This is an optimization exercise on Yosys and OpenROAD, whose aim is small area, a short achievable clock period and few clock cycles, not a production implementation.
Function was checked by simulation only, so behaviour that the tests miss may differ from the original.
Power and IR drop assume default switching activity.

==> flow/design.v (outline; a module is shown in full before it is edited, if it fits) <==
// module qkv_ctrl: 117 lines
// module input_addr_gen: 36 lines
// module weight_addr_gen: 33 lines
// module mac_writer: 89 lines
// module mac_tree: 1667 lines
// module qkv_proj_top: 72 lines
module qkv_proj_top #(
  parameter int NUM_PROJ = 3
) (
  input  logic           clk,
  input  logic           reset_n,
  input  logic           dut_valid,
  output logic           dut_ready,
  output qkv_pkg::addr_t input_read_address,
  input  qkv_pkg::data_t input_read_data,
  output qkv_pkg::addr_t weight_read_address,
  input  qkv_pkg::data_t weight_read_data,
  output logic           result_write_enable,
  output qkv_pkg::addr_t result_write_address,
  output qkv_pkg::data_t result_write_data
);
  // ...
==> flow/flow/run.sh <==
#!/bin/bash
set -euo pipefail
bash standard.sh 'BUFFER_PORTS_ARGS=-buffer_cell sky130_fd_sc_hd__buf_1' SETUP_SLACK_MARGIN=6.8 finish > standard_flow.log 2>&1
==> flow/standard.sh <==
#!/bin/bash
# synth_recipe.tcl (not shown) runs the flow's synth.tcl, then flattens the netlist and writes it again
# the make line also repeats each setting of config.mk as NAME=value (left out here)
make -C /OpenROAD-flow-scripts/flow DESIGN_CONFIG=/design/flow/config.mk WORK_HOME=/design/flow/orfs CLKGATE_MAP_FILE= SYNTH_SCRIPT=/design/flow/synth_recipe.tcl "${@:-finish}"
==> flow/config.mk <==
export PLATFORM = sky130hd
export DESIGN_NAME = qkv_proj_top
export DESIGN_NICKNAME = qkv_proj_top
export VERILOG_FILES = /design/flow/design.v
export SDC_FILE = /design/flow/constraint.sdc
export NUM_CORES = 4
export LEC_CHECK = 0
export CAP_MARGIN = 20
export CORE_MARGIN = 2
export CORE_UTILIZATION = 70
export CTS_CLUSTER_DIAMETER = 120
export CTS_CLUSTER_SIZE = 28
export SLEW_MARGIN = 20
==> flow/constraint.sdc <==
create_clock -name core_clock -period 10.0 [get_ports {clk}]
set_input_delay 2.0000 -clock core_clock [delete_from_list [all_inputs] [get_ports {clk}]]
set_output_delay 2.0000 -clock core_clock [all_outputs]
set_load 0.01 [all_outputs]
==> metrics.log, run 1 <==
[metrics] worst min-delay path category: register to register
[metrics] TritonCTS clock tree: built
[metrics] Post-CTS Setup Bufs: 12
[metrics] combined area of the multi-input logic cells: 17000 sq um
[metrics] mean number of vias per cell: approximately 6.4
[metrics] initial standard-cell utilization of the core: about 70%
[metrics] Met3 Routed Length: 8.20 mm
[metrics] simple-gate area share of the yosys netlist: around a tenth
[metrics] fill cell instance count of the final layout: 2614
[metrics] met1 wire length: about 29 mm
[metrics] arrival time of data at the critical path endpoint: ~3.6 ns
[metrics] post-route core utilization: 75.9%
[metrics] routed len/inst: between 20 and 25 microns
[metrics] unrepaired setup endpoints after global routing: true
[metrics] Reg-to-Reg End: mac_writer_i.result_write_data[30]$_DFF_P_
[metrics] switching share of total power: between 40% and 50%
[metrics] met2 wire length: roughly 31 mm
[metrics] most repeated cell in the gate-level netlist after synthesis: sky130_fd_sc_hd__xnor2_1
[metrics] Iteration-0 DRC Markers: between 2000 and 3000
[metrics] Placed Cells: 3210
[metrics] register ranked first by flip-flop count: mac_writer_i.acc
[metrics] Antenna Diode Count: 1
[metrics] internal portion of total power: 6200 uW
[metrics] number of I/O pins: 137
[metrics] Layout clock area frac: 1.54%
[metrics] startpoint of the tightest hold check path: mac_writer_i.d_first$_DFF_P_
[metrics] antenna violations before repair: 1
[metrics] status: finished clean
[metrics] clock power share: under 10%
[metrics] final net count: about 2900
[metrics] syn_nets: between 2000 and 3000
[metrics] power in combinational cells: between 8000 and 9000 uW
Testbench counts, summed over its fixed seeds: cycles 426,597.
==> module qkv_ctrl, before the edit <==
module qkv_ctrl #(
  parameter int NUM_PROJ = 3
) (
  input  logic           clk,
  input  logic           reset_n,
  input  logic           dut_valid,
  input  qkv_pkg::data_t input_read_data,
  input  qkv_pkg::data_t weight_read_data,
  output logic           dut_ready,
  output logic           fetch_start,
  output logic           fetch_step,
  output logic           dot_first,
  output logic           dot_end,
  output logic           row_end,
  output logic           matrix_end,
  input  logic           pipe_busy
);
  localparam int P_W = 2;   
  localparam logic [P_W-1:0] LAST_PROJ = P_W'(NUM_PROJ - 1);
  qkv_pkg::ctrl_state_t state;
  qkv_pkg::dim_t m_dim;
  qkv_pkg::dim_t k_dim;
  qkv_pkg::dim_t n_dim;
  qkv_pkg::dim_t k_cnt;
  qkv_pkg::dim_t j_cnt;
  qkv_pkg::dim_t r_cnt;
  logic [P_W-1:0] p_idx;
  logic k_last;
  logic j_last;
  logic r_last;
  logic p_last;
  logic       last_fetch;
  assign fetch_start = (state == qkv_pkg::PREP);
  assign fetch_step  = (state == qkv_pkg::COMPUTE);
  assign dot_end    = fetch_step && k_last;
  assign row_end    = dot_end && j_last;
  assign matrix_end = row_end && r_last;
  assign last_fetch = matrix_end && p_last;
  qkv_pkg::ctrl_state_t state_nxt;
  always_comb begin
    state_nxt = state;
    case (state)
      qkv_pkg::IDLE:      if (dut_valid) state_nxt = qkv_pkg::LOAD_ADDR;
      qkv_pkg::LOAD_ADDR: state_nxt = qkv_pkg::LOAD_DIMS;
      qkv_pkg::LOAD_DIMS: state_nxt = qkv_pkg::PREP;
      qkv_pkg::PREP:      state_nxt = qkv_pkg::COMPUTE;
      qkv_pkg::COMPUTE:   if (last_fetch) state_nxt = qkv_pkg::DRAIN;
      qkv_pkg::DRAIN:     if (!pipe_busy) state_nxt = qkv_pkg::IDLE;
      default:            state_nxt = qkv_pkg::IDLE;
    endcase
  end
  always_ff @(posedge clk) begin
    if (!reset_n) begin
      state     <= qkv_pkg::IDLE;
      dut_ready <= 1'b1;
    end else begin
      state     <= state_nxt;
      dut_ready <= (state_nxt == qkv_pkg::IDLE);
    end
  end
  always_ff @(posedge clk) begin
    if (state == qkv_pkg::LOAD_DIMS) begin
      m_dim <= input_read_data[16 +: qkv_pkg::DIM_W];
      k_dim <= input_read_data[0 +: qkv_pkg::DIM_W];
      n_dim <= weight_read_data[0 +: qkv_pkg::DIM_W];
    end
  end
  always_ff @(posedge clk) begin
    if (fetch_start) begin
      dot_first <= 1'b1;
    end else if (fetch_step) begin
      dot_first <= k_last;
    end
  end
  always_ff @(posedge clk) begin
    if (fetch_start) begin
      k_cnt  <= k_dim;
      j_cnt  <= n_dim;
      r_cnt  <= m_dim;
      p_idx  <= '0;
      k_last <= (k_dim == qkv_pkg::dim_t'(1));
      j_last <= (n_dim == qkv_pkg::dim_t'(1));
      r_last <= (m_dim == qkv_pkg::dim_t'(1));
      p_last <= (NUM_PROJ == 1);
    end else if (fetch_step) begin
      if (k_last) begin
        k_cnt  <= k_dim;
        k_last <= (k_dim == qkv_pkg::dim_t'(1));
      end else begin
        k_cnt  <= k_cnt - 1'b1;
        k_last <= (k_cnt == qkv_pkg::dim_t'(2));
      end
      if (dot_end) begin
        if (j_last) begin
          j_cnt  <= n_dim;
          j_last <= (n_dim == qkv_pkg::dim_t'(1));
        end else begin
          j_cnt  <= j_cnt - 1'b1;
          j_last <= (j_cnt == qkv_pkg::dim_t'(2));
        end
      end
      if (row_end) begin
        if (r_last) begin
          r_cnt  <= m_dim;
          r_last <= (m_dim == qkv_pkg::dim_t'(1));
        end else begin
          r_cnt  <= r_cnt - 1'b1;
          r_last <= (r_cnt == qkv_pkg::dim_t'(2));
        end
      end
      if (matrix_end) begin
        p_idx  <= p_idx + 1'b1;
        p_last <= (p_idx == LAST_PROJ - 1'b1);
      end
    end
  end
endmodule
==> module input_addr_gen, before the edit <==
module input_addr_gen (
  input  logic           clk,
  input  logic           reset_n,
  input  logic           fetch_start,
  input  logic           fetch_step,
  input  logic           dot_end,
  input  logic           row_end,
  input  logic           matrix_end,
  output qkv_pkg::addr_t input_read_address
);
  qkv_pkg::addr_t row_base;
  qkv_pkg::addr_t addr_inc;
  assign addr_inc = input_read_address + 1'b1;
  always_ff @(posedge clk) begin
    if (fetch_start || (fetch_step && matrix_end)) begin
      input_read_address <= qkv_pkg::addr_t'(1);
    end else if (fetch_step) begin
      if (row_end) begin
        input_read_address <= addr_inc;
      end else if (dot_end) begin
        input_read_address <= row_base;
      end else begin
        input_read_address <= addr_inc;
      end
    end else begin
      input_read_address <= '0;
    end
  end
  always_ff @(posedge clk) begin
    if (fetch_start || (fetch_step && matrix_end)) begin
      row_base <= qkv_pkg::addr_t'(1);
    end else if (fetch_step && row_end) begin
      row_base <= addr_inc;
    end
  end
endmodule
==> module qkv_proj_top, before the edit <==
module qkv_proj_top #(
  parameter int NUM_PROJ = 3
) (
  input  logic           clk,
  input  logic           reset_n,
  input  logic           dut_valid,
  output logic           dut_ready,
  output qkv_pkg::addr_t input_read_address,
  input  qkv_pkg::data_t input_read_data,
  output qkv_pkg::addr_t weight_read_address,
  input  qkv_pkg::data_t weight_read_data,
  output logic           result_write_enable,
  output qkv_pkg::addr_t result_write_address,
  output qkv_pkg::data_t result_write_data
);
  logic fetch_start;
  logic fetch_step;
  logic dot_first;
  logic dot_end;
  logic row_end;
  logic matrix_end;
  logic pipe_busy;
  qkv_ctrl #(
    .NUM_PROJ (NUM_PROJ)
  ) ctrl_i (
    .clk              (clk),
    .reset_n          (reset_n),
    .dut_valid        (dut_valid),
    .input_read_data  (input_read_data),
    .weight_read_data (weight_read_data),
    .dut_ready        (dut_ready),
    .fetch_start      (fetch_start),
    .fetch_step       (fetch_step),
    .dot_first        (dot_first),
    .dot_end          (dot_end),
    .row_end          (row_end),
    .matrix_end       (matrix_end),
    .pipe_busy        (pipe_busy)
  );
  input_addr_gen input_addr_gen_i (
    .clk                (clk),
    .reset_n            (reset_n),
    .fetch_start        (fetch_start),
    .fetch_step         (fetch_step),
    .dot_end            (dot_end),
    .row_end            (row_end),
    .matrix_end         (matrix_end),
    .input_read_address (input_read_address)
  );
  weight_addr_gen weight_addr_gen_i (
    .clk                 (clk),
    .reset_n             (reset_n),
    .fetch_start         (fetch_start),
    .fetch_step          (fetch_step),
    .row_end             (row_end),
    .matrix_end          (matrix_end),
    .weight_read_address (weight_read_address)
  );
  mac_writer mac_writer_i (
    .clk                  (clk),
    .reset_n              (reset_n),
    .fetch_start          (fetch_start),
    .dot_first            (dot_first),
    .dot_end              (dot_end),
    .input_read_data      (input_read_data),
    .weight_read_data     (weight_read_data),
    .pipe_busy            (pipe_busy),
    .result_write_enable  (result_write_enable),
    .result_write_address (result_write_address),
    .result_write_data    (result_write_data)
  );
endmodule
==> run 2, diff against run 1 <==
--- a/flow/design.v
+++ b/flow/design.v
@@ -35,2 +35,3 @@
   output logic           matrix_end,
+  output qkv_pkg::dim_t  k_dim,
   input  logic           pipe_busy
@@ -41,3 +42,2 @@
   qkv_pkg::dim_t m_dim;
-  qkv_pkg::dim_t k_dim;
   qkv_pkg::dim_t n_dim;
@@ -148,5 +148,5 @@
   input  logic           matrix_end,
+  input  qkv_pkg::dim_t  k_dim,
   output qkv_pkg::addr_t input_read_address
 );
-  qkv_pkg::addr_t row_base;
   qkv_pkg::addr_t addr_inc;
@@ -160,3 +160,3 @@
       end else if (dot_end) begin
-        input_read_address <= row_base;
+        input_read_address <= addr_inc - qkv_pkg::addr_t'(k_dim);
       end else begin
@@ -168,9 +168,2 @@
   end
-  always_ff @(posedge clk) begin
-    if (fetch_start || (fetch_step && matrix_end)) begin
-      row_base <= qkv_pkg::addr_t'(1);
-    end else if (fetch_step && row_end) begin
-      row_base <= addr_inc;
-    end
-  end
 endmodule
@@ -1998,2 +1991,3 @@
   logic pipe_busy;
+  qkv_pkg::dim_t k_dim;
   qkv_ctrl #(
@@ -2013,2 +2007,3 @@
     .matrix_end       (matrix_end),
+    .k_dim            (k_dim),
     .pipe_busy        (pipe_busy)
@@ -2023,2 +2018,3 @@
     .matrix_end         (matrix_end),
+    .k_dim              (k_dim),
     .input_read_address (input_read_address)
==> flow/flow/run.sh (replaced) <==
#!/bin/bash
set -euo pipefail
bash standard.sh 'BUFFER_PORTS_ARGS=-buffer_cell sky130_fd_sc_hd__buf_1' SETUP_SLACK_MARGIN=6.75 finish > standard_flow.log 2>&1
--- a/flow/config.mk
+++ b/flow/config.mk
@@ -9,3 +9,3 @@
 export CORE_MARGIN = 2
-export CORE_UTILIZATION = 70
+export CORE_UTILIZATION = 60
 export CTS_CLUSTER_DIAMETER = 120
==> metrics.log, run 2 <==
[metrics] count of warnings emitted by yosys: 4 (unchanged)
[metrics] mean number of vias per cell: 5.93 (was 6.37)
[metrics] routability congestion estimate from global placement: 0.895 (was 0.950)
[metrics] number of placement rows: 74 (was 69)
[metrics] final hold violations: 0 (unchanged)
[metrics] die area: 42900 sq um (was 37100 sq um)
[metrics] Pwr Density: 412 nW/um^2 (was 424 nW/um^2)
[metrics] Worst path max stage delay: 0.36 ns (was 0.44 ns)
[metrics] part of the power in combinational logic: 75.2% (was 75.5%)
[metrics] Fin Hold WS: 0.332 ns (was 0.355 ns)
[metrics] maximum level of the CTS H-tree: 1 (unchanged)
[metrics] remaining design rule violation count: 0 (unchanged)
[metrics] switching power: 4880 uW (was 5180 uW)
[metrics] fill cell instance count of the final layout: 3534 (was 2614)
[metrics] remaining number of nets flagged by the antenna check after routing: 0 (unchanged)
[metrics] Synth Instances: 2797 (was 2754)
[metrics] overall die width: 207 microns (was 193 microns)
[metrics] aggregate negative setup slack: 0 ns (unchanged)
[metrics] internal portion of total power: 5960 uW (was 6200 uW)
[metrics] via count of the first global-routing pass: 19400 (was 19600)
[metrics] DR vias: 20000 (was 20800)
[metrics] number of synthesized register bits: 308 (was 320)
[metrics] prevailing post-synth register cell: sky130_fd_sc_hd__dfxtp_1 (unchanged)
[metrics] routed wire length: 67.4 mm (was 72.3 mm)
[metrics] critical path data required time: 10.42 ns (was 10.41 ns)
[metrics] max FFs per register: 64 (unchanged)
[metrics] Final HPWL DP: 49.4 mm (was 47.7 mm)
[metrics] Async SR Flop Fraction: 0% (unchanged)
[metrics] most frequent standard cell in the layout excluding fill and tap cells: sky130_fd_sc_hd__xnor2_1 (unchanged)
[metrics] Peak VDD IR: 322 uV (was 566 uV)
[metrics] max-cap viol count: 0 (unchanged)
[metrics] worst min-delay path category: register to register (unchanged)
[metrics] register ranked first by flip-flop count: mac_writer_i.acc (unchanged)
[metrics] final-report setup violation count: 0 (unchanged)
[metrics] Post-synth EDFFs: 69 (unchanged)
[metrics] Tcrit/Tclk final: 32.9% (was 31.8%)
[metrics] fraction of layout cells with a size suffix above 1: 7.29% (was 10.2%)
[metrics] area of the core: 40700 sq um (was 35300 sq um)
[metrics] source of the critical timing path: mac_writer_i.two_q[0]$_DFF_P_ (was mac_writer_i.acc[32]$_DFF_P_)
[metrics] arrival time of data at the critical path endpoint: 3.71 ns (was 3.60 ns)
[metrics] largest net degree at the start of global routing: 55 (was 45)
[metrics] launching point of the worst reg2reg path: mac_writer_i.two_q[0]$_DFF_P_ (was mac_writer_i.acc[32]$_DFF_P_)
[metrics] wire length of the first global-routing pass: 107 mm (about the same)
[metrics] list of most frequent post-synthesis cells: 675 x sky130_fd_sc_hd__xnor2_1, 246 x sky130_fd_sc_hd__a22oi_1, 239 x sky130_fd_sc_hd__dfxtp_1 (was 646 x sky130_fd_sc_hd__xnor2_1, 251 x sky130_fd_sc_hd__dfxtp_1, 239 x sky130_fd_sc_hd__a22oi_1)
[metrics] most repeated cell in the gate-level netlist after synthesis: sky130_fd_sc_hd__xnor2_1 (unchanged)
[metrics] crit-path max FO: 31 (was 4)
[metrics] worst slew margin relative to its limit: 37.7% (was 42.4%)
[metrics] area overhead of the layout relative to synthesis: 6.29% (was 7.64%)
[metrics] Iteration-0 DRC Markers: 1626 (was 2563)
[metrics] total leakage power: 0.00926 uW (was 0.00947 uW)
[metrics] Chip Height: 207 microns (was 193 microns)
[metrics] Reg clk slew, reported paths: 0.11 ns (about the same)
[metrics] type of the worst setup path: register to register (unchanged)
[metrics] crit path time final: 3.29 ns (was 3.18 ns)
[metrics] category of the worst setup path launch point: register (unchanged)
[metrics] clock power share: 6.6% (was 6.2%)
[metrics] syn_nets: 2918 (was 2863)
[metrics] total global routing overflow: 0 (unchanged)
[metrics] Crit-path slowest cell: sky130_fd_sc_hd__maj3_1 (was sky130_fd_sc_hd__a311o_1)
[metrics] dominant cells by area after synthesis: sky130_fd_sc_hd__xnor2_1 24%, sky130_fd_sc_hd__dfxtp_1 19%, sky130_fd_sc_hd__edfxtp_1 8.4%, sky130_fd_sc_hd__a22oi_1 7.5%, sky130_fd_sc_hd__xor2_1 6.9% (was sky130_fd_sc_hd__xnor2_1 23%, sky130_fd_sc_hd__dfxtp_1 20%, sky130_fd_sc_hd__edfxtp_1 8.3%, sky130_fd_sc_hd__a22oi_1 7.2%, sky130_fd_sc_hd__xor2_1 7.0%)
[metrics] clock latency of the later-clocked register in the worst-skew pair: 0.54 ns (about the same)
[metrics] portion of total power attributed to sequential cells: 18.3% (about the same)
[metrics] total of buffers placed on input and output ports: 136 (unchanged)
[metrics] Antenna Diode Count: 0 (was 1)
[metrics] maximum clock path buffer count: 3 (unchanged)
[metrics] Worst Max-Slew Pin Slew: 0.930 ns (was 0.864 ns)
[metrics] leading cell types in the layout, fill and taps excluded: 658 x sky130_fd_sc_hd__xnor2_1, 245 x sky130_fd_sc_hd__a22oi_1, 232 x sky130_fd_sc_hd__nand2_1, 199 x sky130_fd_sc_hd__dfxtp_1, 195 x sky130_fd_sc_hd__xor2_1 (was 632 x sky130_fd_sc_hd__xnor2_1, 233 x sky130_fd_sc_hd__a22oi_1, 226 x sky130_fd_sc_hd__nand2_1, 199 x sky130_fd_sc_hd__dfxtp_1, 194 x sky130_fd_sc_hd__xor2_1)
[metrics] clock skew after layout: 0.0252 ns (was 0.0166 ns)
[metrics] startpoint of the tightest hold check path: mac_writer_i.d_first$_DFF_P_ (unchanged)
[metrics] switching share of total power: 45.0% (was 45.5%)
[metrics] proportion of synthesized chip area in sequential cells: 27.7% (was 28.5%)
[metrics] # clock sinks: 308 (was 320)
[metrics] clock buffers created by TritonCTS: 15 (unchanged)
[metrics] final net count: 2953 (was 2913)
[metrics] number of distinct standard cells referenced by the synthesized netlist: 66 (unchanged)
[metrics] routed len/inst: 20.0 microns (was 22.1 microns)
[metrics] synthesized area per cell: 8.85 sq um (was 9.04 sq um)
[metrics] cell accounting for the most synthesized area: sky130_fd_sc_hd__xnor2_1 (unchanged)
[metrics] crit end category: register (unchanged)
[metrics] unrepaired setup endpoints after global routing: true (unchanged)
[metrics] post-route core utilization: 64.6% (was 75.9%)
[metrics] CTS root buffer: sky130_fd_sc_hd__clkbuf_16 (unchanged)
[metrics] TritonCTS clock tree: built (unchanged)
[metrics] cell breakdown of the critical path: buf_12 > a22oi_1 > xnor2_2 > buf_4 > maj3_1 > nand2_1 > xnor2_1 > nand2_1 > a21oi_2 > inv_1 > maj3_2 > maj3_2 > xor3_1 (was ha_4 > inv_2 > fa_2 > nor2b_2 > o21ai_2 > a21boi_2 > o21ai_2 > a21boi_2 > o31a_1 > o211ai_1 > a311o_1 > a211o_1 > a31oi_2 > o211ai_1)
[metrics] all-layer global routing usage: 30.8% (was 36.9%)
[metrics] number of I/O pins: 137 (unchanged)
[metrics] Largest regs: mac_writer_i.acc (64), mac_writer_i.result_write_data (32), mac_writer_i.x_q (32) (unchanged)
[metrics] final number of max-transition violations: 0 (unchanged)
[metrics] Pre-antenna DRT Iters: 8 (was 7)
[metrics] status: finished clean (unchanged)
[metrics] synthesized cell area: 24800 sq um (was 24900 sq um)
[metrics] proportion of netlist area held by the largest area contributor: 23.9% (was 22.7%)
[metrics] initial standard-cell utilization of the core: 60.8% (was 70.5%)
[metrics] Fmax: 304 MHz (was 314 MHz)
[metrics] Worst R2R Path Depth: 13 (was 14)
[metrics] antenna violations before repair: 1 (unchanged)
[metrics] worst hold path depth: 0 (unchanged)
run 2: what timing repair did:
action	in CTS	in global routing
hold buffers	0	0
endpoints found under the hold margin	0	0
gates cloned	0	0
setup buffers	4	6
pin swaps	3	13
gates resized for setup	85	74
setup endpoints to repair	51	42
run 2: final timing paths:
kind	endpoint	slack (ns)
setup / recovery	mac_writer_i.acc[61]$_DFF_P_	6.71
hold / removal	mac_writer_i.m_first$_DFF_P_	0.33
setup reg to reg	mac_writer_i.acc[61]$_DFF_P_	6.71
hold reg to reg	mac_writer_i.m_first$_DFF_P_	0.33
run 2: worst max-delay path: cells and delay by family (launching register included):
kind                       cells  cell delay, ns
and+or+nand+nor                2            0.27
xor gates and xnor gates       3            0.62
adders and majority gates      3            1.04
buffers and inverters          3            0.40
DFF                            1            0.34
AOI/OAI and AO/OA              2            0.49
run 2: final cells by class:
cell class / count / area, sq um / share of cell area, %
inverter: 68 / 255 / 0.970
clock buffer: 20 / 394 / 1.50
sequential: 308 / 6930 / 26.4
timing repair buffer: 183 / 1100 / 4.18
tap: 532 / 666 / 2.53
multi-input combinational: 2256 / 16900 / 64.3
clock inverter: 4 / 42.5 / 0.162
run 2: power groups by stage:
| stage | registers (uW) | clock network, uW | logic (uW) |
|---|---|---|---|
| after floorplan | 1920 | 0 | 6740 |
| after global placement | 1990 | 0 | 7710 |
| after detailed placement | 2000 | 0 | 7920 |
| after CTS | 1980 | 729 | 8020 |
| after global routing | 2020 | 770 | 8970 |
| final | 1980 | 710 | 8150 |
run 2: cell families (layout without fill, tap and decap cells):
group           after synthesis  after routing  share of synthesized area (%)
compound gates              575            575                           15.4
xor+xnor                    890            890                           32.1
fa+ha+maj                   204            204                           8.97
buf+inv                     233            275                           4.92
flops                       308            308                           27.7
mux                           7              7                          0.288
simple gates                580            580                           10.6
run 2: stage by stage:
step / area [sq um] / setup WS [ns] / total power (uW) / std cells
3_5_place_dp: 25200 / 6.23 / 9920 / 3337
3_3_place_gp: 25200 / 6.40 / 9700 / 3337
4_1_cts: 26000 / 6.72 / 10700 / 3365
2_1_floorplan: 24800 / 7.06 / 8660 / 2797
5_1_grt: 26300 / 6.62 / 11800 / 3371
6_report: 26300 / 6.71 / 10800 / 3371
run 2: routing by layer:
metal / wire (microns) / global-route usage, % / vias up
li1: - / - / 9604
met3: 4430 / 4.21 / 117
met1: 29700 / 42.1 / 9595
met5: 0 / 0 / -
met4: 1610 / 8.08 / 0
met2: 31700 / 51.1 / 662
Testbench counts of run 2, summed over its fixed seeds: cycles 426,597.
==> run 3, diff against run 2 <==
--- a/flow/config.mk
+++ b/flow/config.mk
@@ -9,3 +9,3 @@
 export CORE_MARGIN = 2
-export CORE_UTILIZATION = 60
+export CORE_UTILIZATION = 75
 export CTS_CLUSTER_DIAMETER = 120
==> metrics.log, run 3 <==
[metrics] status: finished clean (unchanged)
[metrics] main combinational cell family by area after synthesis: XOR/XNOR gates (unchanged)
[metrics] category of the worst setup path launch point: register (unchanged)
[metrics] Reg2Reg Setup Slack: 6.78 ns (was 6.71 ns)
[metrics] total global routing overflow: 0 (unchanged)
[metrics] max FFs per register: 64 (unchanged)
[metrics] final setup margin: 6.78 ns (was 6.71 ns)
[metrics] clock latency of the later-clocked register in the worst-skew pair: 0.53 ns (was 0.54 ns)
[metrics] Peak VDD IR: 341 uV (was 322 uV)
[metrics] number of synthesized register bits: 308 (unchanged)
[metrics] most repeated cell in the gate-level netlist after synthesis: sky130_fd_sc_hd__xnor2_1 (unchanged)
[metrics] Iteration-0 DRC Markers: 2267 (was 1626)
[metrics] remaining design rule violation count: 0 (unchanged)
[metrics] via count of the first global-routing pass: 19700 (was 19400)
[metrics] Pre-antenna DRT Iters: 7 (was 8)
[metrics] total leakage power: 0.00954 uW (was 0.00926 uW)
[metrics] final hold violations: 0 (unchanged)
[metrics] max-cap viol count: 0 (unchanged)
[metrics] remaining number of nets flagged by the antenna check after routing: 0 (unchanged)
[metrics] Reg clk slew, reported paths: 0.11 ns (about the same)
[metrics] proportion of netlist area held by the largest area contributor: 23.9% (unchanged)
[metrics] launching point of the worst reg2reg path: mac_writer_i.neg_q[4]$_DFF_P_ (was mac_writer_i.two_q[0]$_DFF_P_)
[metrics] prevailing post-synth register cell: sky130_fd_sc_hd__dfxtp_1 (unchanged)
[metrics] maximum clock path buffer count: 3 (unchanged)
[metrics] fraction of layout cells with a size suffix above 1: 9.49% (was 7.29%)
[metrics] number of I/O pins: 137 (unchanged)
[metrics] worst min-delay path category: register to register (unchanged)
[metrics] Worst Max-Slew Pin Slew: 0.978 ns (was 0.930 ns)
[metrics] wire length of the first global-routing pass: 102 mm (was 107 mm)
[metrics] total of buffers placed on input and output ports: 136 (unchanged)
[metrics] synthesized area per cell: 8.85 sq um (unchanged)
[metrics] DR vias: 21200 (was 20000)
[metrics] placement-stage worst setup slack: 5.95 ns (was 6.23 ns)
[metrics] area of the core: 32500 sq um (was 40700 sq um)
[metrics] mean number of vias per cell: 6.40 (was 5.93)
[metrics] startpoint of the tightest hold check path: ctrl_i.dot_first$_SDFFE_PP1P_ (was mac_writer_i.d_first$_DFF_P_)
[metrics] dominant cells by area after synthesis: sky130_fd_sc_hd__xnor2_1 24%, sky130_fd_sc_hd__dfxtp_1 19%, sky130_fd_sc_hd__edfxtp_1 8.4%, sky130_fd_sc_hd__a22oi_1 7.5%, sky130_fd_sc_hd__xor2_1 6.9% (unchanged)
[metrics] unrepaired setup endpoints after global routing: true (unchanged)
[metrics] clock buffers created by TritonCTS: 15 (unchanged)
[metrics] maximum level of the CTS H-tree: 1 (unchanged)
[metrics] number of distinct standard cells referenced by the synthesized netlist: 66 (unchanged)
[metrics] routed wire length: 70.1 mm (was 67.4 mm)
[metrics] antenna violations before repair: 2 (was 1)
[metrics] Worst R2R Path Depth: 12 (was 13)
[metrics] Final HPWL DP: 47.0 mm (was 49.4 mm)
[metrics] final net count: 2980 (was 2953)
[metrics] Synth Instances: 2797 (unchanged)
[metrics] proportion of synthesized chip area in sequential cells: 27.7% (unchanged)
[metrics] Post-synth EDFFs: 69 (unchanged)
[metrics] cell accounting for the most synthesized area: sky130_fd_sc_hd__xnor2_1 (unchanged)
[metrics] Placed Cells: 3238 (was 3337)
[metrics] number of hold-repair buffers added at the cts stage: 0 (unchanged)
[metrics] list of most frequent post-synthesis cells: 675 x sky130_fd_sc_hd__xnor2_1, 246 x sky130_fd_sc_hd__a22oi_1, 239 x sky130_fd_sc_hd__dfxtp_1 (unchanged)
[metrics] area overhead of the layout relative to synthesis: 8.36% (was 6.29%)
[metrics] final-report setup violation count: 0 (unchanged)
[metrics] critical path data required time: 10.41 ns (was 10.42 ns)
[metrics] overall die width: 186 microns (was 207 microns)
[metrics] largest net degree at the start of global routing: 55 (unchanged)
[metrics] TritonCTS clock tree: built (unchanged)
[metrics] routability congestion estimate from global placement: 0.921 (was 0.895)
[metrics] Chip Height: 186 microns (was 207 microns)
[metrics] CTS root buffer: sky130_fd_sc_hd__clkbuf_16 (unchanged)
[metrics] Tcrit/Tclk final: 32.2% (was 32.9%)
[metrics] synthesized cell area: 24800 sq um (unchanged)
[metrics] Reg-to-Reg End: mac_writer_i.acc[61]$_DFF_P_ (unchanged)
[metrics] Async SR Flop Fraction: 0% (unchanged)
[metrics] syn_nets: 2918 (unchanged)
[metrics] hold path endpoint: mac_writer_i.d_first$_DFF_P_ (was mac_writer_i.m_first$_DFF_P_)
[metrics] Synth Area in XOR/XNOR: 32.1% (unchanged)
[metrics] crit end category: register (unchanged)
[metrics] crit-path max FO: 26 (was 31)
[metrics] number of placement rows: 66 (was 74)
[metrics] fill cell instance count of the final layout: 2108 (was 3534)
[metrics] share of synthesized cell area in full adder, half adder and majority cells: 8.97% (unchanged)
[metrics] clock skew after layout: 0.0186 ns (was 0.0252 ns)
[metrics] arrival time of data at the critical path endpoint: 3.63 ns (was 3.71 ns)
[metrics] type of the worst setup path: register to register (unchanged)
[metrics] post-route core utilization: 82.4% (was 64.6%)
[metrics] simple-gate area share of the yosys netlist: 10.6% (unchanged)
[metrics] worst slew margin relative to its limit: 34.5% (was 37.7%)
[metrics] multiplexer share of the synthesized area: 0.288% (unchanged)
[metrics] register ranked first by flip-flop count: mac_writer_i.acc (unchanged)
[metrics] count of warnings emitted by yosys: 4 (unchanged)
[metrics] most frequent standard cell in the layout excluding fill and tap cells: sky130_fd_sc_hd__xnor2_1 (unchanged)
[metrics] aggregate negative setup slack: 0 ns (unchanged)
[metrics] initial standard-cell utilization of the core: 76.1% (was 60.8%)
[metrics] die area: 34500 sq um (was 42900 sq um)
[metrics] Fmax: 311 MHz (was 304 MHz)
[metrics] worst hold path depth: 0 (unchanged)
[metrics] crit path time final: 3.22 ns (was 3.29 ns)
[metrics] all-layer global routing usage: 37.2% (was 30.8%)
[metrics] Pwr Density: 416 nW/um^2 (was 412 nW/um^2)
[metrics] final number of max-transition violations: 0 (unchanged)
[metrics] routed len/inst: 21.2 microns (was 20.0 microns)
[metrics] Final Non-Filler Cells: 3309 (was 3371)
[metrics] Largest regs: mac_writer_i.acc (64), mac_writer_i.result_write_data (32), mac_writer_i.x_q (32) (unchanged)
[metrics] leading cell types in the layout, fill and taps excluded: 656 x sky130_fd_sc_hd__xnor2_1, 239 x sky130_fd_sc_hd__a22oi_1, 232 x sky130_fd_sc_hd__nand2_1, 196 x sky130_fd_sc_hd__xor2_1, 181 x sky130_fd_sc_hd__dfxtp_1 (was 658 x sky130_fd_sc_hd__xnor2_1, 245 x sky130_fd_sc_hd__a22oi_1, 232 x sky130_fd_sc_hd__nand2_1, 199 x sky130_fd_sc_hd__dfxtp_1, 195 x sky130_fd_sc_hd__xor2_1)
[metrics] # clock sinks: 308 (unchanged)
[metrics] Compound-Gate Fraction of Synth Area: 15.4% (unchanged)
[metrics] Antenna Diode Count: 0 (unchanged)
run 3: cell counts after synthesis:
No cell type changed its count.
run 3: how the worst max path moves through the flow:
stage / endpoint / start / cells after the start / slack, ns
after floorplan: mac_writer_i.acc[61]$_DFF_P_ / mac_writer_i.x_q[13]$_DFF_P_ / 12 / 7.06
after global placement: mac_writer_i.acc[61]$_DFF_P_ / mac_writer_i.m_first$_DFF_P_ / 12 / 6.06
after detailed placement: mac_writer_i.acc[61]$_DFF_P_ / mac_writer_i.m_first$_DFF_P_ / 12 / 5.95
after CTS: mac_writer_i.acc[62]$_DFF_P_ / mac_writer_i.two_q[10]$_DFF_P_ / 11 / 6.71
after global routing: mac_writer_i.result_write_data[24]$_DFF_P_ / mac_writer_i.acc[0]$_DFF_P_ / 17 / 6.67
final: mac_writer_i.acc[61]$_DFF_P_ / mac_writer_i.neg_q[4]$_DFF_P_ / 12 / 6.78
run 3: power by group:
group          internal (uW)  switching, uW
sequential              1700            289
combinational           4040           4410
clock                    306            415
total                   6050           5110
run 3: area by class of cell:
type,count,area [sq um],share of cell area (%)
Tap cell,442,553,2.06
Clock buffer,22,422,1.57
Inverter,68,263,0.980
Clock inverter,3,37.5,0.140
Multi-Input combinational cell,2256,17000,63.3
Sequential cell,308,7010,26.1
Timing Repair Buffer,210,1550,5.79
run 3: cell families after synthesis:
| logic type | after synthesis |
|---|---|
| xor+xnor | 890 |
| simple gates | 580 |
| compound gates | 575 |
| flops | 308 |
| buf+inv | 233 |
| fa+ha+maj | 204 |
| mux | 7 |
run 3: critical path: stages (launching register included):
cell and delay, ns:
sky130_fd_sc_hd__dfxtp_1 0.37, sky130_fd_sc_hd__buf_6 0.34, sky130_fd_sc_hd__xnor2_1 0.19, sky130_fd_sc_hd__maj3_2 0.38
sky130_fd_sc_hd__xnor2_2 0.15, sky130_fd_sc_hd__xnor2_1 0.22, sky130_fd_sc_hd__buf_4 0.15, sky130_fd_sc_hd__nor2_2 0.04
sky130_fd_sc_hd__a21oi_4 0.15, sky130_fd_sc_hd__inv_1 0.06, sky130_fd_sc_hd__maj3_2 0.34, sky130_fd_sc_hd__maj3_2 0.35
sky130_fd_sc_hd__xor3_1 0.35
run 3: per-stage QoR:
step / area (sq um) / hold slack (ns) / total power (uW)
2_1_floorplan: 24800 / 0.310 / 8660
3_3_place_gp: 25100 / 0.339 / 9620
3_5_place_dp: 25100 / 0.339 / 9940
4_1_cts: 25800 / 0.357 / 10800
5_1_grt: 26800 / 0.367 / 12000
6_report: 26800 / 0.358 / 11200
run 3: metal layers:
metal,GRT usage (%),vias up,part of all wire (%)
met1,47.7,10100,39
met4,14.2,4,5.0
met5,0,-,0.046
met2,62.6,1099,46
li1,-,9680,-
met3,6.61,262,9.5
run 3: timing repair:
| item | CTS | global route |
|---|---|---|
| setup endpoints to repair | 59 | 37 |
| hold endpoints to repair | 0 | 0 |
| resized for setup | 87 | 139 |
| gates cloned | 0 | 9 |
| pin swaps | 4 | 30 |
| buffers inserted | 6 | 31 |
==> run 4, diff against run 3 <==
--- a/flow/config.mk
+++ b/flow/config.mk
@@ -9,3 +9,3 @@
 export CORE_MARGIN = 2
-export CORE_UTILIZATION = 75
+export CORE_UTILIZATION = 70
 export CTS_CLUSTER_DIAMETER = 120
==> metrics.log, run 4 <==
[metrics] status: finished clean (unchanged)
[metrics] dominant cells by area after synthesis: sky130_fd_sc_hd__xnor2_1 24%, sky130_fd_sc_hd__dfxtp_1 19%, sky130_fd_sc_hd__edfxtp_1 8.4%, sky130_fd_sc_hd__a22oi_1 7.5%, sky130_fd_sc_hd__xor2_1 6.9% (unchanged)
[metrics] cell breakdown of the critical path: buf_12 > a22oi_1 > xnor2_1 > xnor2_1 > xor2_1 > xnor2_1 > xor2_1 > xnor2_1 > nor2_1 > nand2b_1 > xnor2_2 > xor3_1 (was buf_6 > xnor2_1 > maj3_2 > xnor2_2 > xnor2_1 > buf_4 > nor2_2 > a21oi_4 > inv_1 > maj3_2 > maj3_2 > xor3_1)
[metrics] simple-gate area share of the yosys netlist: 10.6% (unchanged)
[metrics] list of most frequent post-synthesis cells: 675 x sky130_fd_sc_hd__xnor2_1, 246 x sky130_fd_sc_hd__a22oi_1, 239 x sky130_fd_sc_hd__dfxtp_1 (unchanged)
[metrics] delay-heaviest family, CP: XOR/XNOR gates (was adder cells)
[metrics] clock buffers created by TritonCTS: 15 (unchanged)
[metrics] most repeated library cell on the critical path: sky130_fd_sc_hd__xnor2_1 (was sky130_fd_sc_hd__maj3_2)
[metrics] routed len/inst: 20.3 microns (was 21.2 microns)
[metrics] clock power share: 6.5% (about the same)
[metrics] max FFs per register: 64 (unchanged)
[metrics] type of the worst setup path: register to register (unchanged)
[metrics] mean number of vias per cell: 6.20 (was 6.40)
[metrics] cell accounting for the most synthesized area: sky130_fd_sc_hd__xnor2_1 (unchanged)
[metrics] number of I/O pins: 137 (unchanged)
[metrics] crit path time final: 3.25 ns (was 3.22 ns)
[metrics] maximum level of the CTS H-tree: 1 (unchanged)
[metrics] max-cap viol count: 0 (unchanged)
[metrics] DR vias: 20400 (was 21200)
[metrics] placement-stage worst setup slack: 5.94 ns (was 5.95 ns)
[metrics] number of placement rows: 68 (was 66)
[metrics] critical path data required time: 10.40 ns (was 10.41 ns)
[metrics] count of buffering cells on the critical path with inverters included: 1 (was 3)
[metrics] leading cell types in the layout, fill and taps excluded: 653 x sky130_fd_sc_hd__xnor2_1, 240 x sky130_fd_sc_hd__a22oi_1, 233 x sky130_fd_sc_hd__nand2_1, 195 x sky130_fd_sc_hd__xor2_1, 192 x sky130_fd_sc_hd__dfxtp_1 (was 656 x sky130_fd_sc_hd__xnor2_1, 239 x sky130_fd_sc_hd__a22oi_1, 232 x sky130_fd_sc_hd__nand2_1, 196 x sky130_fd_sc_hd__xor2_1, 181 x sky130_fd_sc_hd__dfxtp_1)
[metrics] Pwr Density: 414 nW/um^2 (was 416 nW/um^2)
[metrics] Synth Area in XOR/XNOR: 32.1% (unchanged)
[metrics] count of warnings emitted by yosys: 4 (unchanged)
[metrics] Post-synth EDFFs: 69 (unchanged)
[metrics] Fin Hold WS: 0.362 ns (was 0.358 ns)
[metrics] most repeated cell in the gate-level netlist after synthesis: sky130_fd_sc_hd__xnor2_1 (unchanged)
[metrics] syn_nets: 2918 (unchanged)
[metrics] wire length of the first global-routing pass: 103 mm (was 102 mm)
[metrics] number of distinct standard cells referenced by the synthesized netlist: 66 (unchanged)
[metrics] Compound-Gate Fraction of Synth Area: 15.4% (unchanged)
[metrics] unrepaired setup endpoints after global routing: true (unchanged)
[metrics] crit end category: register (unchanged)
[metrics] Largest regs: mac_writer_i.acc (64), mac_writer_i.result_write_data (32), mac_writer_i.x_q (32) (unchanged)
[metrics] synthesized cell area: 24800 sq um (unchanged)
[metrics] worst slew margin relative to its limit: 57.0% (was 34.5%)
[metrics] routed wire length: 66.8 mm (was 70.1 mm)
[metrics] multiplexer share of the synthesized area: 0.288% (unchanged)
[metrics] Final Non-Filler Cells: 3299 (was 3309)
[metrics] register ranked first by flip-flop count: mac_writer_i.acc (unchanged)
[metrics] Iteration-0 DRC Markers: 1894 (was 2267)
[metrics] largest net degree at the start of global routing: 55 (unchanged)
[metrics] Worst path max stage delay: 0.49 ns (was 0.38 ns)
[metrics] final number of max-transition violations: 0 (unchanged)
[metrics] Synth Instances: 2797 (unchanged)
[metrics] area overhead of the layout relative to synthesis: 6.96% (was 8.36%)
[metrics] Antenna Diode Count: 0 (unchanged)
[metrics] remaining design rule violation count: 0 (unchanged)
[metrics] switching share of total power: 45.1% (was 45.8%)
[metrics] category of the worst setup path launch point: register (unchanged)
[metrics] arrival time of data at the critical path endpoint: 3.65 ns (was 3.63 ns)
[metrics] prevailing post-synth register cell: sky130_fd_sc_hd__dfxtp_1 (unchanged)
[metrics] share of synthesized cell area in full adder, half adder and majority cells: 8.97% (unchanged)
[metrics] synthesized area per cell: 8.85 sq um (unchanged)
[metrics] main combinational cell family by area after synthesis: XOR/XNOR gates (unchanged)
[metrics] Fmax: 308 MHz (was 311 MHz)
[metrics] final hold violations: 0 (unchanged)
[metrics] portion of total power attributed to sequential cells: 18.1% (was 17.8%)
[metrics] Worst Max-Slew Pin Slew: 0.639 ns (was 0.978 ns)
[metrics] Pre-antenna DRT Iters: 7 (unchanged)
[metrics] # clock sinks: 308 (unchanged)
[metrics] switching power: 4940 uW (was 5110 uW)
[metrics] area of the core: 34700 sq um (was 32500 sq um)
[metrics] proportion of synthesized chip area in sequential cells: 27.7% (unchanged)
[metrics] TritonCTS clock tree: built (unchanged)
[metrics] fill cell instance count of the final layout: 2565 (was 2108)
[metrics] part of the power in combinational logic: 75.4% (was 75.7%)
[metrics] Peak VDD IR: 336 uV (was 341 uV)
[metrics] total global routing overflow: 0 (unchanged)
[metrics] all-layer global routing usage: 35.2% (was 37.2%)
[metrics] most frequent standard cell in the layout excluding fill and tap cells: sky130_fd_sc_hd__xnor2_1 (unchanged)
[metrics] Placed Cells: 3258 (was 3238)
[metrics] clock skew after layout: 0.0248 ns (was 0.0186 ns)
[metrics] final net count: 2959 (was 2980)
[metrics] Reg clk slew, reported paths: 0.11 ns (about the same)
[metrics] crit-path max FO: 31 (was 26)
[metrics] Crit-path slowest cell: sky130_fd_sc_hd__xnor2_1 (was sky130_fd_sc_hd__maj3_2)
[metrics] proportion of netlist area held by the largest area contributor: 23.9% (unchanged)
[metrics] worst min-delay path category: register to register (unchanged)
[metrics] routability congestion estimate from global placement: 0.913 (was 0.921)
[metrics] Final HPWL DP: 47.6 mm (was 47.0 mm)
[metrics] total of buffers placed on input and output ports: 136 (unchanged)
[metrics] remaining number of nets flagged by the antenna check after routing: 0 (unchanged)
[metrics] Chip Height: 192 microns (was 186 microns)
[metrics] maximum clock path buffer count: 3 (unchanged)
[metrics] via count of the first global-routing pass: 19500 (was 19700)
[metrics] post-route core utilization: 76.3% (was 82.4%)
[metrics] overall die width: 192 microns (was 186 microns)
[metrics] die area: 36900 sq um (was 34500 sq um)
[metrics] initial standard-cell utilization of the core: 71.3% (was 76.1%)
[metrics] final setup margin: 6.75 ns (was 6.78 ns)
[metrics] total leakage power: 0.00937 uW (was 0.00954 uW)
[metrics] internal portion of total power: 6020 uW (was 6050 uW)
[metrics] fraction of layout cells with a size suffix above 1: 8.30% (was 9.49%)
[metrics] Async SR Flop Fraction: 0% (unchanged)
[metrics] final-report setup violation count: 0 (unchanged)
[metrics] aggregate negative setup slack: 0 ns (unchanged)
[metrics] clock latency of the later-clocked register in the worst-skew pair: 0.54 ns (was 0.53 ns)
[metrics] Tcrit/Tclk final: 32.5% (was 32.2%)
[metrics] number of synthesized register bits: 308 (unchanged)
[metrics] CTS root buffer: sky130_fd_sc_hd__clkbuf_16 (unchanged)
[metrics] antenna violations before repair: 0 (was 2)
==> run 4: cell counts after synthesis <==
No cell type changed its count.
==> run 4: metal layers <==
layer	vias up	global-route usage, %	part of all wire, %
met5	-	0	0
met4	0	11.7	3.2
met3	166	4.82	8.0
met2	848	58.7	47
met1	9794	47.0	42
li1	9631	-	-
==> run 4: final cells by class <==
cell class	count	area, sq um	area share (%)
clock inverter	3	41.3	0.156
timing repair buffer	189	1270	4.80
multi-input combinational	2256	17000	64.1
inverter	68	260	0.983
clock buffer	20	394	1.49
sequential	308	6980	26.4
tap	455	569	2.15
==> run 4: power by group through the flow <==
stage               clock [uW]  sequential, uW  combinational [uW]
floorplan                    0            1920                6740
global placement             0            1990                7620
detailed placement           0            1990                7900
CTS                        725            1970                8010
global route               759            2010                9050
finish                     710            1980                8260
==> run 4: timing repair <==
action,4_1_cts,5_1_grt
buffers inserted,4,7
endpoints found under the setup margin,56,44
pin swaps,3,20
gates cloned,0,6
endpoints found under the hold margin,0,0
hold buffers,0,0
gates resized for setup,83,117
==> run 4: worst paths after layout <==
path	start	end	slack (ns)	cells after the start
min	ctrl_i.dot_first$_SDFFE_PP1P_	mac_writer_i.d_first$_DFF_P_	0.36	0
max	mac_writer_i.two_q[0]$_DFF_P_	mac_writer_i.acc[61]$_DFF_P_	6.75	12
min reg2reg	ctrl_i.dot_first$_SDFFE_PP1P_	mac_writer_i.d_first$_DFF_P_	0.36	0
max reg2reg	mac_writer_i.two_q[0]$_DFF_P_	mac_writer_i.acc[61]$_DFF_P_	6.75	12
==> run 4: stage by stage <==
step                instance area (sq um)  total power, uW
finish                              26500            11000
CTS                                 25800            10700
global placement                    25100             9610
floorplan                           24800             8660
detailed placement                  25100             9890
global route                        26500            11800
==> run 4: cell families (layout without fill, tap and decap cells) <==
| kind of cell | after synthesis | count (layout) |
|---|---|---|
| compound gates | 575 | 575 |
| xor+xnor | 890 | 890 |
| fa+ha+maj | 204 | 204 |
| buf+inv | 233 | 280 |
| flops | 308 | 308 |
| mux | 7 | 7 |
| simple gates | 580 | 580 |

## re-timing with driven ports
How much do the figures lean on ideal ports? The routed layouts below were timed once more, with nothing changed but the port constraints.
Step 1: set_driving_cell puts a clkbuf_16 on clk and a buf_2 on each other input, an assumption about the parent block.
Step 2 adds t to the input delays and takes it off the output delays; t is the mean of the earliest and latest rising clock arrival at the registers after step 1. Input paths then give back, and output paths get back, about the clock's delay inside the block.
a / b / c = ideal ports / drivers / drivers and shift; a / b = the first two.
run | t, ns | slack for setup (ns) | hold WS [ns] | clock arrival spread, ns
run 1 | 0.583 | 6.818 / 6.785 / 6.818 | 0.355 / 0.355 / 0.355 | 0.018 / 0.019
run 2 | 0.587 | 6.708 / 6.708 / 6.708 | 0.332 / 0.332 / 0.332 | 0.026 / 0.026
run 3 | 0.577 | 6.781 / 6.771 / 6.781 | 0.358 / 0.358 / 0.358 | 0.026 / 0.026
run 4 | 0.583 | 6.749 / 6.749 / 6.749 | 0.362 / 0.362 / 0.362 | 0.027 / 0.027
After both steps setup and hold are still met in every run listed.
